From an optimization exercise on the open Yosys and OpenROAD flow, aimed at small area, a short achievable clock period and few clock cycles; shortcuts taken in it are not production practice. No run shown here included a check of the RTL's function; only the layout flow was run. No driver is modelled on the clock port, so clocking that relies on it looks cheaper here than on a real chip. No activity file was given, so power comes from the tool's default toggle rates.

==> design/flow/design.v <==
package mult_div_unit_pkg;
  localparam int MD_DATA_W    = 32;
  localparam int MD_DIV_STEPS = 32;
  localparam logic [5:0] FUNCT_MFHI  = 6'h10;
  localparam logic [5:0] FUNCT_MTHI  = 6'h11;
  localparam logic [5:0] FUNCT_MFLO  = 6'h12;
  localparam logic [5:0] FUNCT_MTLO  = 6'h13;
  localparam logic [5:0] FUNCT_MULT  = 6'h18;
  localparam logic [5:0] FUNCT_MULTU = 6'h19;
  localparam logic [5:0] FUNCT_DIV   = 6'h1A;
  localparam logic [5:0] FUNCT_DIVU  = 6'h1B;
  typedef enum logic [2:0] {
    MD_IDLE = 3'd0,
    MD_MUL  = 3'd1,
    MD_NORM = 3'd2,
    MD_DIV  = 3'd3,
    MD_FIX  = 3'd4
  } md_state_e;
  function automatic logic md_is_long_op(input logic [5:0] funct);
    md_is_long_op = (funct[5:2] == 4'b0110);
  endfunction
  function automatic logic md_is_signed_op(input logic [5:0] funct);
    md_is_signed_op = (funct == FUNCT_MULT) || (funct == FUNCT_DIV);
  endfunction
endpackage
module mult_div_unit_lzc (
  input  logic [31:0] x,
  output logic [5:0]  n
);
  logic [15:0] v1;
  logic [15:0] c1;
  logic [7:0]  v2;
  logic [15:0] c2;
  logic [3:0]  v3;
  logic [11:0] c3;
  logic [1:0]  v4;
  logic [7:0]  c4;
  logic        v5;
  logic [4:0]  c5;
  always_comb begin
    for (int i = 0; i < 16; i++) begin
      v1[i] = x[2*i+1] | x[2*i];
      c1[i] = ~x[2*i+1];
    end
    for (int i = 0; i < 8; i++) begin
      v2[i]         = v1[2*i+1] | v1[2*i];
      c2[2*i +: 2]  = v1[2*i+1] ? {1'b0, c1[2*i+1]} : {1'b1, c1[2*i]};
    end
    for (int i = 0; i < 4; i++) begin
      v3[i]         = v2[2*i+1] | v2[2*i];
      c3[3*i +: 3]  = v2[2*i+1] ? {1'b0, c2[2*(2*i+1) +: 2]} : {1'b1, c2[2*(2*i) +: 2]};
    end
    for (int i = 0; i < 2; i++) begin
      v4[i]         = v3[2*i+1] | v3[2*i];
      c4[4*i +: 4]  = v3[2*i+1] ? {1'b0, c3[3*(2*i+1) +: 3]} : {1'b1, c3[3*(2*i) +: 3]};
    end
    v5 = v4[1] | v4[0];
    c5 = v4[1] ? {1'b0, c4[7:4]} : {1'b1, c4[3:0]};
    n  = v5 ? {1'b0, c5} : 6'd32;
  end
endmodule
module mult_div_unit_booth_dec (
  input  logic [2:0] w,
  output logic [2:0] sel
);
  always_comb begin
    sel[0] = w[0] ^ w[1];
    sel[1] = (w[2] & ~w[1] & ~w[0]) | (~w[2] & w[1] & w[0]);
    sel[2] = w[2] & ~(w[1] & w[0]);
  end
endmodule
module mult_div_unit_booth_row (
  input  logic [32:0] a,
  input  logic [2:0]  sel,
  output logic [34:0] pp
);
  logic [34:0] mag;
  always_comb begin
    mag = ({35{sel[0]}} & {{2{a[32]}}, a}) | ({35{sel[1]}} & {a[32], a, 1'b0});
    pp  = mag ^ {35{sel[2]}};
  end
endmodule
module mult_div_unit #(
  parameter int DATA_W    = mult_div_unit_pkg::MD_DATA_W,
  parameter int DIV_STEPS = mult_div_unit_pkg::MD_DIV_STEPS
) (
  input  logic              clk,
  input  logic              rst,
  input  logic              flush,
  input  logic              en,
  input  logic [5:0]        funct,
  input  logic [DATA_W-1:0] operand_1,
  input  logic [DATA_W-1:0] operand_2,
  output logic              busy,
  output logic [DATA_W-1:0] hi,
  output logic [DATA_W-1:0] lo,
  output logic              done
);
  mult_div_unit_pkg::md_state_e state;
  logic        last_q;       
  logic [4:0]  cnt_q;        
  logic [5:0]  sel_q;        
  logic        neg_a_q;      
  logic        neg_b_q;
  logic        div_zero_q;
  logic [5:0]  clz_a_q;      
  logic [5:0]  clz_b_q;
  logic        corr_a_q;
  logic        corr_b_q;
  logic [31:0] hi_q;
  logic [31:0] lo_q;
  logic [32:0] a_q;          
  logic [63:0] acc_q;        
  logic        start, is_mul, is_signed;
  logic [32:0] op1_x, op2_x;
  logic        op2_zero;
  logic [31:0] dsgn;
  logic [8:1]  fits;
  logic [36:0] e_in;
  logic [4:0]  k_init;
  logic [4:0]  win_init;
  logic [5:0]  sel_init;
  logic [31:0] y1, y2;
  logic [5:0]  clz_y1, clz_y2;
  logic        corr1, corr2;
  always_comb begin
    start     = en && !flush && (state == mult_div_unit_pkg::MD_IDLE) && mult_div_unit_pkg::md_is_long_op(funct);
    is_mul    = !funct[1];
    is_signed = !funct[0];
    op1_x     = {is_signed & operand_1[31], operand_1};
    op2_x     = {is_signed & operand_2[31], operand_2};
    op2_zero  = (operand_2 == 32'd0);
    dsgn      = operand_2 ^ {32{op2_x[32]}};
    for (int k = 1; k <= 8; k++) fits[k] = (dsgn >> (4*k-1)) == 32'd0;
    k_init    = 5'd8;
    for (int k = 8; k >= 1; k--) if (fits[k]) k_init = 5'(k - 1);
    e_in      = {{3{op2_x[32]}}, op2_x, 1'b0};
    win_init  = e_in[36:32];
    for (int j = 0; j < 8; j++) if (fits[j+1] && (j == 0 || !fits[j])) win_init = e_in[4*j +: 5];
    y1        = operand_1 ^ {32{op1_x[32]}};
    y2        = dsgn;
    corr1     = op1_x[32] && (((y1 >> 1) & ~y1) == 32'd0);
    corr2     = op2_x[32] && (((y2 >> 1) & ~y2) == 32'd0);
  end
  mult_div_unit_booth_dec u_dec_i0 (.w(win_init[2:0]), .sel(sel_init[2:0]));
  mult_div_unit_booth_dec u_dec_i1 (.w(win_init[4:2]), .sel(sel_init[5:3]));
  mult_div_unit_lzc u_lzc_1 (.x(y1), .n(clz_y1));
  mult_div_unit_lzc u_lzc_2 (.x(y2), .n(clz_y2));
  logic [34:0] pp0, pp1;
  logic [41:0] csa_x, csa_y, csa_z, csa_s, csa_c, u;
  logic [23:0] up_inc, up_dec, up_next;
  logic [63:0] acc_next;
  logic [4:0]  cnt_dec;
  logic [4:0]  win_next;
  logic [5:0]  sel_next;
  mult_div_unit_booth_row u_row0 (.a(a_q), .sel(sel_q[2:0]), .pp(pp0));
  mult_div_unit_booth_row u_row1 (.a(a_q), .sel(sel_q[5:3]), .pp(pp1));
  always_comb begin
    csa_x    = {2'b00, acc_q[35:0], 1'b0, sel_q[5], 1'b0, sel_q[2]};
    csa_y    = {{7{pp0[34]}}, pp0};
    csa_z    = {{5{pp1[34]}}, pp1, 2'b00};
    csa_s    = csa_x ^ csa_y ^ csa_z;
    csa_c    = {(csa_x[40:0] & csa_y[40:0]) | (csa_x[40:0] & csa_z[40:0]) | (csa_y[40:0] & csa_z[40:0]), 1'b0};
    u        = csa_s + csa_c;
    up_inc   = acc_q[59:36] + 24'd1;
    up_dec   = acc_q[59:36] - 24'd1;
    up_next  = u[41] ? up_dec : (u[40] ? up_inc : acc_q[59:36]);
    acc_next = {up_next, u[39:0]};
    cnt_dec  = cnt_q - 5'd1;
    win_next = 5'd0;
    for (int j = 0; j < 8; j++) if (cnt_dec[2:0] == 3'(j)) win_next = e_in[4*j +: 5];
  end
  mult_div_unit_booth_dec u_dec_n0 (.w(win_next[2:0]), .sel(sel_next[2:0]));
  mult_div_unit_booth_dec u_dec_n1 (.w(win_next[4:2]), .sel(sel_next[5:3]));
  logic [7:0]  shamt;
  logic [4:0]  sh;
  logic [31:0] a_neg, d_neg, a_abs, d_abs;
  logic [32:0] dsub;
  logic        qbit;
  logic [31:0] rem_next, quot_next;
  logic        need_fix;
  always_comb begin
    shamt     = {2'b00, clz_b_q} - {2'b00, clz_a_q} + {7'd0, corr_a_q} - {7'd0, corr_b_q};
    sh        = shamt[7] ? 5'd0 : shamt[4:0];
    a_neg     = -a_q[31:0];
    d_neg     = -acc_q[63:32];
    a_abs     = neg_a_q ? a_neg : a_q[31:0];
    d_abs     = neg_b_q ? d_neg : acc_q[63:32];
    dsub      = {1'b0, a_q[31:0]} - {1'b0, acc_q[63:32]};
    qbit      = !dsub[32];
    rem_next  = qbit ? dsub[31:0] : a_q[31:0];
    quot_next = {acc_q[30:0], qbit};
    need_fix  = neg_a_q || neg_b_q;
  end
  always_ff @(posedge clk) begin
    if (rst || flush) begin
      state  <= mult_div_unit_pkg::MD_IDLE;
      last_q <= 1'b0;
    end else begin
      case (state)
        mult_div_unit_pkg::MD_IDLE: begin
          if (start) begin
            last_q <= is_mul ? (k_init == 5'd0) : op2_zero;
            state  <= is_mul ? mult_div_unit_pkg::MD_MUL : mult_div_unit_pkg::MD_NORM;
          end
        end
        mult_div_unit_pkg::MD_MUL: begin
          last_q <= (cnt_q == 5'd1);
          if (last_q) state <= mult_div_unit_pkg::MD_IDLE;
        end
        mult_div_unit_pkg::MD_NORM: begin
          last_q <= (sh == 5'd0) && !need_fix && !div_zero_q;
          state  <= div_zero_q ? mult_div_unit_pkg::MD_IDLE : mult_div_unit_pkg::MD_DIV;
        end
        mult_div_unit_pkg::MD_DIV: begin
          last_q <= ((cnt_q == 5'd1) && !need_fix) || ((cnt_q == 5'd0) && need_fix);
          if (cnt_q == 5'd0) state <= last_q ? mult_div_unit_pkg::MD_IDLE : mult_div_unit_pkg::MD_FIX;
        end
        mult_div_unit_pkg::MD_FIX: begin
          last_q <= 1'b0;
          state  <= mult_div_unit_pkg::MD_IDLE;
        end
        default: state <= mult_div_unit_pkg::MD_IDLE;
      endcase
    end
  end
  always_ff @(posedge clk) begin
    case (state)
      mult_div_unit_pkg::MD_IDLE: begin
        a_q        <= op1_x;
        acc_q      <= {is_mul ? 32'd0 : operand_2, 32'd0};
        cnt_q      <= k_init;
        sel_q      <= sel_init;
        neg_a_q    <= op1_x[32];
        neg_b_q    <= op2_x[32];
        div_zero_q <= op2_zero;
        clz_a_q    <= clz_y1;
        clz_b_q    <= clz_y2;
        corr_a_q   <= corr1;
        corr_b_q   <= corr2;
      end
      mult_div_unit_pkg::MD_MUL: begin
        acc_q <= acc_next;
        cnt_q <= cnt_dec;
        sel_q <= sel_next;
      end
      mult_div_unit_pkg::MD_NORM: begin
        a_q          <= {1'b0, a_abs};
        acc_q[63:32] <= d_abs << sh;
        cnt_q        <= sh;
      end
      mult_div_unit_pkg::MD_DIV: begin
        a_q   <= {1'b0, rem_next};
        acc_q <= {(cnt_q == 5'd0) ? quot_next : {1'b0, acc_q[63:33]}, quot_next};
        cnt_q <= cnt_dec;
      end
      default: ;
    endcase
  end
  always_ff @(posedge clk) begin
    if (rst) begin
      hi_q <= '0;
      lo_q <= '0;
    end else if (!flush) begin
      case (state)
        mult_div_unit_pkg::MD_IDLE: begin
          if (en && (funct == mult_div_unit_pkg::FUNCT_MTHI)) hi_q <= operand_1;
          if (en && (funct == mult_div_unit_pkg::FUNCT_MTLO)) lo_q <= operand_1;
        end
        mult_div_unit_pkg::MD_MUL: begin
          if (last_q) begin
            hi_q <= acc_next[63:32];
            lo_q <= acc_next[31:0];
          end
        end
        mult_div_unit_pkg::MD_DIV: begin
          if (last_q) begin
            hi_q <= rem_next;
            lo_q <= quot_next;
          end
        end
        mult_div_unit_pkg::MD_FIX: begin
          hi_q <= neg_a_q ? a_neg : a_q[31:0];
          lo_q <= (neg_a_q ^ neg_b_q) ? d_neg : acc_q[63:32];
        end
        default: ;
      endcase
    end
  end
  assign busy = mult_div_unit_pkg::md_is_long_op(funct) && !last_q;
  assign done = last_q && !flush;
  assign hi   = hi_q;
  assign lo   = lo_q;
endmodule
==> design/flow/flow/run.sh <==
#!/bin/bash
# Standard synthesis, then the standard layout with faster port buffers and a tighter
# timing-repair target aimed at the worst paths.
set -euo pipefail
bash standard.sh synth > synth.log 2>&1
bash standard.sh SETUP_SLACK_MARGIN=5.2 TNS_END_PERCENT=100 "BUFFER_PORTS_ARGS=-buffer_cell sky130_fd_sc_hd__buf_2" finish > layout.log 2>&1
==> design/flow/standard.sh <==
#!/bin/bash
# synth_recipe.tcl (not shown) runs the flow's synth.tcl, then flattens the netlist and writes it again
# the make line also repeats each setting of config.mk as NAME=value (left out here)
make -C /OpenROAD-flow-scripts/flow DESIGN_CONFIG=/design/flow/config.mk WORK_HOME=/design/flow/orfs CLKGATE_MAP_FILE= SYNTH_SCRIPT=/design/flow/synth_recipe.tcl "${@:-finish}"
==> design/flow/config.mk <==
export PLATFORM = sky130hd
export DESIGN_NAME = mult_div_unit
export DESIGN_NICKNAME = mult_div_unit
export VERILOG_FILES = /design/flow/design.v
export SDC_FILE = /design/flow/constraint.sdc
export NUM_CORES = 4
export LEC_CHECK = 0
export CAP_MARGIN = 20
export CORE_MARGIN = 2
export CORE_UTILIZATION = 40
export SLEW_MARGIN = 20
==> design/flow/constraint.sdc <==
create_clock -name core_clock -period 10.0 [get_ports {clk}]
set_input_delay 2.0000 -clock core_clock [delete_from_list [all_inputs] [get_ports {clk}]]
set_output_delay 2.0000 -clock core_clock [all_outputs]
set_load 0.01 [all_outputs]
==> results.cfg, run 1 <==
[power]
pwr-share-comb_pct = 67.8
pwr-share-clk_pct = 14.1
p_switching_mw = 2.623
p_int_mw = 2.643
irDropWorstVdd_mv = 0.1637
swShare_pct = 49.80
cellPowerDensity_mw_per_mm2 = 186.4
power_frac_seq_pct = 18.1
power_leakage_nw = 10.80

[floorplanning]
die_width_um = 248.9
design.core.area_sq_mm = 0.05913
io_pins = 140
die_h_um = 248.9
dieArea_sq_mm = 0.06196
num_rows = 89
initial_core_util_pct = 40.58

[synthesis]
avgSynthCellArea_sq_um = 7.517
synthFlopType = edfxtp_1
synth_top_area_share_pct = 15.64
netlist-cell-type-count = 101
synth_fa_ha_area_share_pct = 8.760
synth-simple-area-share_pct = 20.76
synthTopCellsByArea = edfxtp_1 (16%), xnor2_1 (6.6%), a21oi_1 (5.7%)
synth.area.mux_share_pct = 3.765
ys_seq_area_share_pct = 21.32
synthCells = 3192
synth_compound_area_share_pct = 30.67
syn_nets = 3410
async_reset_ff_share_pct = 0
yosys_warnings = 5
yosysMostFrequentCell = nand2_1
synth.top_cells.by_count = nand2_1 (358), nor2_1 (281), a21oi_1 (272), o21ai_0 (219), clkbuf_1 (211)
ys_ff_latch = 193
synthXorXnorAreaFrac_pct = 8.098
synth_top_family_by_area = compound AO/OA/AOI/OAI gates
netlist_area_sq_mm = 0.02400
synth_area_leader_cell = edfxtp_1
synth-edff-count = 125

[worst_setup_path]
startpoint = sel_q[0]$_DFFE_PP_
arrival_ns = 5.32
path_class = register to register
path_max_fanout = 9
cp-end-kind = register
cp-start-kind = register
rr_startpoint = sel_q[0]$_DFFE_PP_
worstPathRequired_ns = 10.24

[clock_network]
postCtsHoldBufs = 0
cts_made_buffers = 17
cts_tree = done
cts_sinks = 193
path_clk_slew_ns = 0.09
htreeDepth = 4
clockRootBuffer = clkbuf_16
cts_max_path_buffers = 2
clock_latency_ns = 0.53

[drt]
firstDrtPassIters = 9
vias = 28057
drt_iter0_markers = 3955
drt.antenna.violating_nets = 0
viasPerCell = 6.952
wl_um = 129300
drc = 0
drt-wirelength-per-cell_um = 32.04

[worst_hold_path]
min_from = lo_q[30]$_SDFFE_PP0P_
hold_class = register to register

[place]
dp_hpwl_um = 95810
port_buffers = 139
pre_cts_ws_ns = 4.025
gp_congestion = 1.033

[timing]
hold_viol_final = 0
finalMaxSlewViolations = 0
period_needed_ns = 5.080
max_freq_mhz = 196.9
skew_ns = 0.02176
worst_pin_slew_ns = 1.210
setup_ws_ns = 4.920
finalCritPeriodShare_pct = 50.80
relSlewSlack_pct = 19.36
finalSetupViolCount = 0
tns_ns = 0
rsz0062_at_grt = true

[final_layout]
multi_input_area_sq_mm = 0.01879
drive_above_1_share_pct = 19.04
syn_to_final_growth_pct = 17.75
seqCellArea_sq_mm = 0.005116
fillers = 5924
fin_nets = 3466

[flow_run]
maxCapViolCount = 0

[global_routing]
grt_overflow = 0
grt_pass1_wl_um = 183700
grt_max_degree = 64
first_global_vias = 25843
track_usage_pct = 40.17
antenna_found_initial = 3

[outcome]
status = timing/DRC/antenna clean
## layer usage
metal,GRT usage (%),share of wire [%],vias up
li1,-,-,11957
met1,54.61,40,13631
met3,8.495,12,412
met5,0,0.012,-
met2,57.33,41,2055
met4,26.10,7.8,2
## cells by family (layout without fill, tap and decap cells)
group                      count (synthesis)  after routing
xor gates and xnor gates                 220            220
AOI/OAI and AO/OA                       1092           1093
other                                      0              2
and+or+nand+nor                         1054           1054
buffers and inverters                    408            476
muxes                                     81             81
adders and majority gates                144            144
DFF                                      193            193
## cell usage in the layout (no fill, tap or decap), types with 49 or more instances in the layout
master,count
nand2_1,353
nor2_1,267
a21oi_1,253
o21ai_0,197
xnor2_1,173
buf_2,139
inv_1,128
edfxtp_1,125
buf_4,119
nand3_1,77
ha_1,77
a22oi_1,75
nor3_1,73
dfxtp_1,67
mux2i_1,49
## cell type report
| type | count | area share [%] |
|---|---|---|
| multi-input cells | 2592 | 66.50 |
| flip-flops and latches | 193 | 18.11 |
| repair buffers | 309 | 8.135 |
| well taps | 773 | 3.423 |
| inverters | 134 | 1.811 |
| clock buffers | 20 | 1.656 |
| clock inverters | 12 | 0.3277 |
| repair inverters | 1 | 0.01771 |
| diodes | 2 | 0.01771 |
## sequential cells by signal, indices dropped and copies added, names as in the netlist, 3 cells and up
| signal | flops |
|---|---|
| acc_q | 64 |
| a_q | 33 |
| hi_q | 32 |
| lo_q | 32 |
| clz_a_q | 6 |
| clz_b_q | 6 |
| sel_q | 6 |
| cnt_q | 5 |
| state | 3 |
## power by group through the flow
stage	Combinational (mW)	Clock, mW	Sequential [mW]
3_5_place_dp	2.79	0	0.970
4_1_cts	3.27	0.741	0.950
2_1_floorplan	2.06	0	0.911
5_1_grt	3.78	0.763	0.954
3_3_place_gp	2.78	0	0.969
6_report	3.57	0.744	0.953
## worst max-delay path, cell delays in order, from the launching register on
cell and delay [ns]:
edfxtp_1 0.38, buf_6 0.17, buf_12 0.16, a22oi_1 0.21
xnor2_1 0.16, fa_1 0.49, ha_4 0.33, and4_4 0.22
and3_4 0.22, nor4bb_4 0.28, buf_4 0.18, o2111ai_4 0.16
buf_6 0.16, a21boi_4 0.24, o2111ai_4 0.28, buf_6 0.25
nor3_4 0.16, a41oi_2 0.19, buf_4 0.21, xnor2_2 0.24
o21ai_1 0.09
## worst paths after layout
| check | to | slack, ns | depth (start not counted) |
|---|---|---|---|
| max | acc_q[51]$_DFFE_PP_ | 4.92 | 20 |
| min | lo_q[30]$_SDFFE_PP0P_ | 0.47 | 2 |
| max reg2reg | acc_q[51]$_DFFE_PP_ | 4.92 | 20 |
| min reg2reg | lo_q[30]$_SDFFE_PP0P_ | 0.47 | 2 |
## metrics by stage
step,power [mW],hold slack [ns],cells,util [%],instance area [sq um]
floorplan,2.969,0.4762,3192,-,24000
global placement,3.750,0.4409,3882,42.36,25050
detailed placement,3.761,0.4611,3883,42.37,25050
CTS,4.963,0.4733,3988,46.22,27330
global route,5.494,0.4944,4034,47.78,28250
finish,5.266,0.4734,4036,47.78,28250
## timing repair
item	in CTS	in global routing
setup buffers	68	45
pin swaps	55	39
endpoints found under the setup margin	82	80
cloned	5	0
resized for setup	205	113
==> inputs of run 2 (changes only) <==
==> design/flow/run.sh (new file) <==
#!/bin/bash
# synth_recipe.tcl (not shown) runs the flow's synth.tcl, then flattens the netlist and writes it again
# the make line also repeats each setting of config.mk as NAME=value (left out here)
make -C /OpenROAD-flow-scripts/flow DESIGN_CONFIG=/design/flow/config.mk WORK_HOME=/design/flow/orfs CLKGATE_MAP_FILE= SYNTH_SCRIPT=/design/flow/synth_recipe.tcl finish
--- a/design/flow/config.mk
+++ b/design/flow/config.mk
@@ -8,4 +8,6 @@
 export CAP_MARGIN = 20
 export CORE_MARGIN = 2
 export CORE_UTILIZATION = 40
+export SETUP_SLACK_MARGIN = 5
 export SLEW_MARGIN = 20
+export TNS_END_PERCENT = 10
removed: design/flow/flow/run.sh
removed: design/flow/standard.sh
==> run 2 against run 1 <==
  * Power decreased by 3.3%
  * Synthesized cell count is the same
  * Routed wire length grew 0.60%
  * Via count fell by 0.41%
  * Non-clock buffer count shrank 32
  * Synthesized area unchanged
==> results.cfg, run 2 <==
[outcome]
status = timing/DRC/antenna clean

[synthesis]
synth-edff-count = 125
avgSynthCellArea_sq_um = 7.517
synth_top_area_share_pct = 15.64
synthFlopType = edfxtp_1
syn_nets = 3410
synthCells = 3192
synthTopCellsByArea = edfxtp_1 (16%), xnor2_1 (6.6%), a21oi_1 (5.7%)
ys_seq_area_share_pct = 21.32
yosysMostFrequentCell = nand2_1
ys_ff_latch = 193
synth_area_leader_cell = edfxtp_1
yosys_warnings = 5
async_reset_ff_share_pct = 0
synth.top_cells.by_count = nand2_1 (358), nor2_1 (281), a21oi_1 (272), o21ai_0 (219), clkbuf_1 (211)
netlist-cell-type-count = 101
netlist_area_sq_mm = 0.02400

[floorplanning]
num_rows = 89
die_h_um = 248.9
die_width_um = 248.9
design.core.area_sq_mm = 0.05913
io_pins = 140
initial_core_util_pct = 40.58
dieArea_sq_mm = 0.06196

[worst_setup_path]
worstPathRequired_ns = 10.48
reg2reg_depth = 15
startpoint = sel_q[0]$_DFFE_PP_
cp-start-kind = register
path_class = register to register
rr_startpoint = sel_q[0]$_DFFE_PP_
reg2reg_setup_slack_ns = 4.87
arrival_ns = 5.61
path_max_fanout = 9
cp-end-kind = register
cp-endpoint = lo_q[28]$_SDFFE_PP0P_
r2r-end = lo_q[28]$_SDFFE_PP0P_

[timing]
skew_ns = 0.01755
tns_ns = 0
holdWs_ns = 0.4668
worst_pin_slew_ns = 1.191
finalSetupViolCount = 0
max_freq_mhz = 194.8
finalCritPeriodShare_pct = 51.33
period_needed_ns = 5.133
rsz0062_at_grt = true
finalMaxSlewViolations = 0
hold_viol_final = 0
relSlewSlack_pct = 20.46

[power]
p_switching_mw = 2.569
total_power_mw = 5.089
pwr-share-clk_pct = 14.7
irDropWorstVdd_mv = 0.1712
cellPowerDensity_mw_per_mm2 = 180.3
p_int_mw = 2.521
pwr-share-comb_pct = 66.5
power_leakage_nw = 10.54
power_frac_seq_pct = 18.8
swShare_pct = 50.48

[drt]
drt_iter0_markers = 3845
drc = 0
viasPerCell = 6.968
wl_um = 130100
firstDrtPassIters = 8
drt-wirelength-per-cell_um = 32.44
vias = 27943
drt.antenna.violating_nets = 0

[final_layout]
layout_commonest_cell = nand2_1
regMostFlops = acc_q
fin_nets = 3436
layout_common_cells = nand2_1 (356), nor2_1 (269), a21oi_1 (263)
syn_to_final_growth_pct = 17.63
reg_top3 = acc_q: 64 flops, a_q: 33 flops
drive_above_1_share_pct = 12.88
largest_register_ffs = 64

[clock_network]
postCtsHoldBufs = 0
clock_latency_ns = 0.54
cts_max_path_buffers = 2
clockRootBuffer = clkbuf_16
cts_made_buffers = 17
path_clk_slew_ns = 0.08
htreeDepth = 4
cts_tree = done
cts_sinks = 193

[global_routing]
use_met3_pct = 9.310
first_global_vias = 25597
grt-busiest-layer = met2
grt_pass1_wl_um = 183300
met1_usage_pct = 53.39
gr-usage-met2_pct = 59.46
track_usage_pct = 40.35
antenna_found_initial = 11
grt_max_degree = 56
grt_overflow = 0

[place]
dp_hpwl_um = 98010
gp_congestion = 1.029
port_buffers = 139

[flow_run]
maxCapViolCount = 0

[worst_hold_path]
hold_class = register to register
[run 2: cell count changes in the layout (fill, tap and decap cells not counted), sizes merged, moves of 2 or more]
cell and delta:
buf -174, clkdlybuf4s50 +128, dlymetal6s2s +8, diode +4
bufbuf +3, clkinvlp +3, clkbuf -2, inv +2
[run 2: through the flow]
stage / instance area, sq um / std cells / util [%] / setup slack [ns]
after floorplan: 24000 / 3192 / - / 5.085
after global placement: 25800 / 3890 / 43.63 / 3.570
after detailed placement: 25800 / 3890 / 43.63 / 3.520
after CTS: 27250 / 3962 / 46.09 / 4.928
after global routing: 28210 / 4004 / 47.71 / 4.862
final: 28230 / 4010 / 47.74 / 4.867
[run 2: cell families (layout without fill, tap and decap cells)]
family / Yosys count / after routing / share of synthesized area, %
fa+ha+maj: 144 / 144 / 8.760
xor+xnor: 220 / 220 / 8.098
flops: 193 / 193 / 21.32
other cells: 0 / 6 / 0
buf+inv: 408 / 445 / 6.627
compound gates: 1092 / 1094 / 30.67
simple gates: 1054 / 1054 / 20.76
mux: 81 / 81 / 3.765
[run 2: layout make-up]
cell class                      instances  area, sq um
Tap cell                              773        967.2
Antenna cell                            6        15.01
Clock buffer                           17        425.4
Sequential cell                       193         5116
Clock inverter                         15        137.6
Multi-Input combinational cell       2593        18380
Timing Repair inverter                  2        12.51
Fill cell                            5949        30900
Inverter                              134        518.0
Timing Repair Buffer                  277         2659
[run 2: critical path, stage by stage (launching register included)]
cell and delay (ns):
edfxtp_1 0.39, buf_6 0.15, bufbuf_16 0.29, a22oi_2 0.23, xnor2_2 0.15, fa_1 0.49
ha_4 0.29, and3_4 0.20, a221o_1 0.29, a221o_1 0.42, o211ai_1 0.34, nand2_1 0.16
a311oi_1 0.36, xor2_1 0.15, o21ai_0 0.84, o221a_2 0.33
[run 2: what timing repair did]
item                       CTS  global route
setup buffers               34            40
gates cloned                 6             2
resized for setup          102           132
pin swaps                   20            31
setup endpoints to repair   86            86
[run 2: how the worst min path moves through the flow]
stage | startpoint | to | slack [ns] | depth (start not counted)
5_1_grt | lo_q[30]$_SDFFE_PP0P_ | lo_q[30]$_SDFFE_PP0P_ | 0.51 | 2
2_1_floorplan | lo_q[30]$_SDFFE_PP0P_ | lo_q[30]$_SDFFE_PP0P_ | 0.48 | 2
4_1_cts | lo_q[30]$_SDFFE_PP0P_ | lo_q[30]$_SDFFE_PP0P_ | 0.47 | 2
3_5_place_dp | lo_q[30]$_SDFFE_PP0P_ | lo_q[30]$_SDFFE_PP0P_ | 0.46 | 2
6_report | lo_q[30]$_SDFFE_PP0P_ | lo_q[30]$_SDFFE_PP0P_ | 0.47 | 2
3_3_place_gp | lo_q[30]$_SDFFE_PP0P_ | lo_q[30]$_SDFFE_PP0P_ | 0.45 | 2
[run 2: power groups by stage]
stage	clock network, mW	logic, mW	registers (mW)
2_1_floorplan	0	2.06	0.911
3_3_place_gp	0	2.82	0.973
3_5_place_dp	0	2.82	0.973
4_1_cts	0.746	3.04	0.953
5_1_grt	0.774	3.59	0.957
6_report	0.749	3.38	0.956
[run 2: per-layer routing]
metal | up-vias | wire [um]
li1 | 11917 | -
met1 | 13590 | 51710
met2 | 2031 | 54610
met3 | 391 | 15160
met4 | 14 | 8459
met5 | - | 141
==> inputs of run 3 (changes only) <==
--- a/design/flow/design.v
+++ b/design/flow/design.v
@@ -80,6 +80,45 @@
     pp  = mag ^ {35{sel[2]}};
   end
 endmodule
+module mult_div_unit_add_bk #(parameter int W = 33) (
+  input  logic [W-1:0] a,
+  input  logic [W-1:0] b,
+  input  logic         cin,
+  output logic [W-1:0] s,
+  output logic         cout
+);
+  localparam int L = $clog2(W+1);
+  logic [W:0] g [L+1];
+  logic [W:0] p [L+1];
+  logic [W:0] gg, pp;
+  always_comb begin
+    g[0][0] = cin; p[0][0] = 1'b0;
+    for (int i = 0; i < W; i++) begin
+      g[0][i+1] = a[i] & b[i];
+      p[0][i+1] = a[i] ^ b[i];
+    end
+    for (int l = 1; l <= L; l++) begin
+      g[l] = g[l-1]; p[l] = p[l-1];
+      for (int i = 0; i <= W; i++) begin
+        if (((i + 1) % (1 << l)) == 0) begin
+          g[l][i] = g[l-1][i] | (p[l-1][i] & g[l-1][i - (1 << (l-1))]);
+          p[l][i] = p[l-1][i] & p[l-1][i - (1 << (l-1))];
+        end
+      end
+    end
+    gg = g[L]; pp = p[L];
+    for (int l = L - 1; l >= 1; l--) begin
+      for (int i = 0; i <= W; i++) begin
+        if (((i + 1) % (1 << l)) == (1 << (l-1)) && i >= (1 << l)) begin
+          gg[i] = gg[i] | (pp[i] & gg[i - (1 << (l-1))]);
+          pp[i] = pp[i] & pp[i - (1 << (l-1))];
+        end
+      end
+    end
+    for (int i = 0; i < W; i++) s[i] = p[0][i+1] ^ gg[i];
+    cout = gg[W];
+  end
+endmodule
 module mult_div_unit #(
   parameter int DATA_W    = mult_div_unit_pkg::MD_DATA_W,
   parameter int DIV_STEPS = mult_div_unit_pkg::MD_DIV_STEPS
@@ -179,14 +218,15 @@
   logic        qbit;
   logic [31:0] rem_next, quot_next;
   logic        need_fix;
+  logic        a_neg_co, d_neg_co, dsub_co;
+  mult_div_unit_add_bk #(32) u_neg_a (.a(~a_q[31:0]), .b(32'd0), .cin(1'b1), .s(a_neg), .cout(a_neg_co));
+  mult_div_unit_add_bk #(32) u_neg_d (.a(~acc_q[63:32]), .b(32'd0), .cin(1'b1), .s(d_neg), .cout(d_neg_co));
+  mult_div_unit_add_bk #(33) u_sub (.a({1'b0, a_q[31:0]}), .b({1'b1, ~acc_q[63:32]}), .cin(1'b1), .s(dsub), .cout(dsub_co));
   always_comb begin
     shamt     = {2'b00, clz_b_q} - {2'b00, clz_a_q} + {7'd0, corr_a_q} - {7'd0, corr_b_q};
     sh        = shamt[7] ? 5'd0 : shamt[4:0];
-    a_neg     = -a_q[31:0];
-    d_neg     = -acc_q[63:32];
     a_abs     = neg_a_q ? a_neg : a_q[31:0];
     d_abs     = neg_b_q ? d_neg : acc_q[63:32];
-    dsub      = {1'b0, a_q[31:0]} - {1'b0, acc_q[63:32]};
     qbit      = !dsub[32];
     rem_next  = qbit ? dsub[31:0] : a_q[31:0];
     quot_next = {acc_q[30:0], qbit};
==> design/flow/flow/run.sh (new file) <==
#!/bin/bash
# Standard synthesis, then the standard layout with faster port buffers, a tighter
# timing-repair target aimed at the worst paths, and gate downsizing after CTS
# (flow/downsize.tcl) that keeps the worst slack.
set -euo pipefail
F="$PWD/flow"
bash standard.sh synth > synth.log 2>&1
bash standard.sh SETUP_SLACK_MARGIN=5.4 TNS_END_PERCENT=10 \
  "BUFFER_PORTS_ARGS=-buffer_cell sky130_fd_sc_hd__buf_2" \
  "POST_CTS_TCL=$F/post_cts.tcl" finish > layout.log 2>&1
==> design/flow/flow/downsize.tcl (new file) <==
# Gate downsizing: give each combinational cell the smallest drive strength that keeps the
# worst setup slack from getting worse. Flip-flops, clock buffers, delay cells and port
# buffers are left alone.
proc md_downsize {} {
  set floor [sta::worst_slack_cmd max]
  set block [ord::get_db_block]
  set saved 0.0
  set changed 0
  set sizes {0 1 2 4 6 8 12 16}
  foreach inst [$block getInsts] {
    set master [$inst getMaster]
    set mname [$master getName]
    if {![regexp {^(sky130_fd_sc_hd__[a-z0-9]+)_([0-9]+)$} $mname -> base size]} { continue }
    if {[string match "*df*" $base] || [string match "*clk*" $base] || [string match "*dly*" $base]
        || [string match "*fill*" $base] || [string match "*tap*" $base] || [string match "*conb*" $base]
        || [string match "*lpflow*" $base] || [string match "*probe*" $base]} { continue }
    set iname [$inst getName]
    if {[string match "input*" $iname] || [string match "output*" $iname]} { continue }
    set w0 [$master getWidth]
    foreach s $sizes {
      if {$s >= $size} { break }
      set cand "${base}_${s}"
      if {[llength [get_lib_cells -quiet "*/$cand"]] == 0} { continue }
      if {[catch {replace_cell $iname $cand}]} { continue }
      if {[sta::worst_slack_cmd max] >= $floor} {
        set m1 [$inst getMaster]
        set saved [expr {$saved + ($w0 - [$m1 getWidth]) * [$m1 getHeight] / 1e6}]
        incr changed
        break
      }
      replace_cell $iname $mname
    }
  }
  puts "downsize: $changed cells, [format %.0f $saved] um2 saved, worst slack [format %.3f [sta::worst_slack -max]]"
}
==> design/flow/flow/post_cts.tcl (new file) <==
source [file join [file dirname [info script]] downsize.tcl]
md_downsize
==> design/flow/standard.sh (new file) <==
#!/bin/bash
# synth_recipe.tcl (not shown) runs the flow's synth.tcl, then flattens the netlist and writes it again
# the make line also repeats each setting of config.mk as NAME=value (left out here)
make -C /OpenROAD-flow-scripts/flow DESIGN_CONFIG=/design/flow/config.mk WORK_HOME=/design/flow/orfs CLKGATE_MAP_FILE= SYNTH_SCRIPT=/design/flow/synth_recipe.tcl "${@:-finish}"
--- a/design/flow/config.mk
+++ b/design/flow/config.mk
@@ -8,6 +8,4 @@
 export CAP_MARGIN = 20
 export CORE_MARGIN = 2
 export CORE_UTILIZATION = 40
-export SETUP_SLACK_MARGIN = 5
 export SLEW_MARGIN = 20
-export TNS_END_PERCENT = 10
removed: design/flow/run.sh
==> run 3 against run 2 <==
  * Largest power group unchanged
  * Largest cell class unchanged
  * Combinational power about the same
  * Still clean
  * Clock skew increased by 0.011 ns
  * Non-clock buffer count increased by 80
  * Critical path depth grew 5
==> results.cfg, run 3 <==
[global_routing]
grt_max_degree = 66
grt_pass1_wl_um = 164200
track_usage_pct = 36.64
first_global_vias = 24243
antenna_found_initial = 6
grt_overflow = 0

[worst_setup_path]
cp-start-kind = register
path_class = register to register
r2r-end = acc_q[58]$_DFFE_PP_
arrival_ns = 5.24
cp-end-kind = register
worstPathRequired_ns = 10.24
reg2reg_setup_slack_ns = 5.00
path_max_fanout = 8
reg2reg_depth = 20
rr_startpoint = sel_q[0]$_DFFE_PP_

[synthesis]
synth_area_leader_cell = edfxtp_1
async_reset_ff_share_pct = 0
ys_ff_latch = 193
syn_nets = 3271
synth.top_cells.by_count = nand2_1 (336), nor2_1 (264), clkbuf_1 (213), a21oi_1 (189), o21ai_0 (185)
synthTopCellsByArea = edfxtp_1 (16%), ha_1 (6.9%), dfxtp_1 (5.8%)
netlist-cell-type-count = 104
yosysMostFrequentCell = nand2_1
avgSynthCellArea_sq_um = 7.838
synth-edff-count = 125
ys_seq_area_share_pct = 21.67
synthFlopType = edfxtp_1
yosys_warnings = 11
synth_top_area_share_pct = 15.90
netlist_area_sq_mm = 0.02360
synthCells = 3011

[timing]
finalCritPeriodShare_pct = 50.00
finalSetupViolCount = 0
period_needed_ns = 5.000
relSlewSlack_pct = 25.81
hold_viol_final = 0
worst_pin_slew_ns = 1.099
max_freq_mhz = 200.0
finalMaxSlewViolations = 0
setup_ws_ns = 5.000
skew_ns = 0.02898
tns_ns = 0
rsz0062_at_grt = true

[final_layout]
fin_nets = 3383
syn_to_final_growth_pct = 15.95
layout_commonest_cell = nand2_1
reg_top3 = acc_q: 64 flops, a_q: 33 flops
largest_register_ffs = 64
regMostFlops = acc_q
layout_common_cells = nand2_1 (335), nor2_1 (256), a21oi_1 (173)
fillers = 5812
seqCellArea_sq_mm = 0.005115
drive_above_1_share_pct = 16.20
multi_input_area_sq_mm = 0.01794

[power]
power_leakage_nw = 10.54
swShare_pct = 50.36
irDropWorstVdd_mv = 0.1661
power_frac_seq_pct = 18.4
p_switching_mw = 2.543
p_int_mw = 2.507
pwr-share-comb_pct = 67.4
pwr-share-clk_pct = 14.2
cellPowerDensity_mw_per_mm2 = 184.6

[drt]
viasPerCell = 6.780
drt_iter0_markers = 3757
drc = 0
vias = 26529
firstDrtPassIters = 6
wl_um = 116100
drt.antenna.violating_nets = 0
drt-wirelength-per-cell_um = 29.67

[worst_hold_path]
hold_class = register to register
min_from = lo_q[29]$_SDFFE_PP0P_
holdPathEnd = lo_q[29]$_SDFFE_PP0P_
hold_depth = 2

[place]
pre_cts_ws_ns = 3.391
dp_hpwl_um = 83420
port_buffers = 139
gp_congestion = 0.9931

[floorplanning]
initial_core_util_pct = 40.21
dieArea_sq_mm = 0.06096
die_h_um = 246.9
design.core.area_sq_mm = 0.05869
die_width_um = 246.9
num_rows = 89
io_pins = 140

[flow_run]
maxCapViolCount = 0

[clock_network]
clock_latency_ns = 0.53
cts_sinks = 193
cts_tree = done
path_clk_slew_ns = 0.09

[outcome]
status = timing/DRC/antenna clean
## run 3: power groups by stage
stage          logic, mW  registers [mW]  clock network (mW)
2_1_floorplan       1.96           0.913                   0
3_3_place_gp        2.61           0.972                   0
3_5_place_dp        2.63           0.973                   0
5_1_grt             3.59           0.931               0.737
6_report            3.40           0.930               0.715
## run 3: area by class of cell
class / count / area share [%]
Multi-Input combinational cell: 2410 / 65.57
Sequential cell: 193 / 18.69
Timing Repair Buffer: 357 / 8.120
Tap cell: 773 / 3.534
Inverter: 143 / 1.998
Clock buffer: 18 / 1.605
Clock inverter: 14 / 0.4206
Antenna cell: 4 / 0.03658
Timing Repair inverter: 1 / 0.02743
## run 3: how the worst max path moves through the flow
stage,startpoint,endpoint,slack [ns]
after global placement,sel_q[4]$_DFFE_PP_,acc_q[62]$_DFFE_PP_,3.59
after detailed placement,sel_q[0]$_DFFE_PP_,acc_q[54]$_DFFE_PP_,3.39
after floorplan,sel_q[2]$_DFFE_PP_,acc_q[46]$_DFFE_PP_,5.40
final,sel_q[0]$_DFFE_PP_,acc_q[58]$_DFFE_PP_,5.00
after global routing,sel_q[0]$_DFFE_PP_,acc_q[58]$_DFFE_PP_,4.91
## run 3: worst max-delay path, stage by stage (launching register included)
cell,delay (ns)
edfxtp_1,0.44
buf_6,0.17
buf_6,0.12
buf_12,0.14
buf_12,0.15
a22oi_2,0.20
xnor2_2,0.11
fa_1,0.58
ha_4,0.24
a21oi_2,0.14
o21ai_2,0.08
nor3b_4,0.16
o41a_1,0.44
or4_4,0.62
and3_4,0.20
buf_1,0.12
buf_1,0.15
nand2_1,0.17
o32ai_2,0.11
o22ai_2,0.22
o311ai_1,0.17
## run 3: metal layers
metal,track usage (%),vias to the layer above,wire length [um]
li1,-,11426,-
met1,47.93,12795,44860
met2,54.20,1928,48990
met3,10.09,376,14840
met4,20.46,4,7382
met5,0,-,24
## run 3: per-stage QoR
step | cell area [sq um] | hold slack (ns) | utilization (%) | total power, mW | std cells
3_5_place_dp | 24590 | 0.4821 | 41.90 | 3.603 | 3699
5_1_grt | 27360 | 0.5230 | 46.61 | 5.257 | 3909
2_1_floorplan | 23630 | 0.5105 | - | 2.869 | 3011
6_report | 27370 | 0.4969 | 46.63 | 5.050 | 3913
3_3_place_gp | 24590 | 0.4820 | 41.90 | 3.584 | 3699
## run 3: logic make-up after synthesis
kind of cell,count (synthesis),share of synthesized area [%]
AND/OR/NAND/NOR,1006,20.00
AO/OA/AOI/OAI,944,28.02
buffers and inverters,411,6.818
flip-flops,193,21.67
adder cells (fa/ha/maj),186,11.61
XOR/XNOR,169,6.330
multiplexers,102,5.546

## separate check: timing with driven ports
In the flow no input, the clock included, has a driving cell. The finished layouts below were timed again as built, in two steps. Step 1, drivers: a clkbuf_16 drives clk and a buf_2 each remaining input, both assumed. Step 2 moves the port delays by t, midway between the first and last clock arrival at a register: inputs arrive t later, outputs are due t later. That takes back most of the time a late clock gives input paths. Slacks: ideal / step 1 / step 2; pairs: ideal / step 1.
run	t, ns	slack for setup (ns)	clock arrival spread, ns
run 1	0.574	4.920 / 4.920 / 4.684	0.022 / 0.022
run 2	0.593	4.867 / 4.867 / 4.435	0.018 / 0.017
run 3	0.576	5.000 / 5.000 / 4.518	0.029 / 0.029
After both steps setup and hold are still met in every run listed. The setup slack of run 3, which loses most, moves by 0.000 ns with the drivers and by -0.482 ns with both steps.
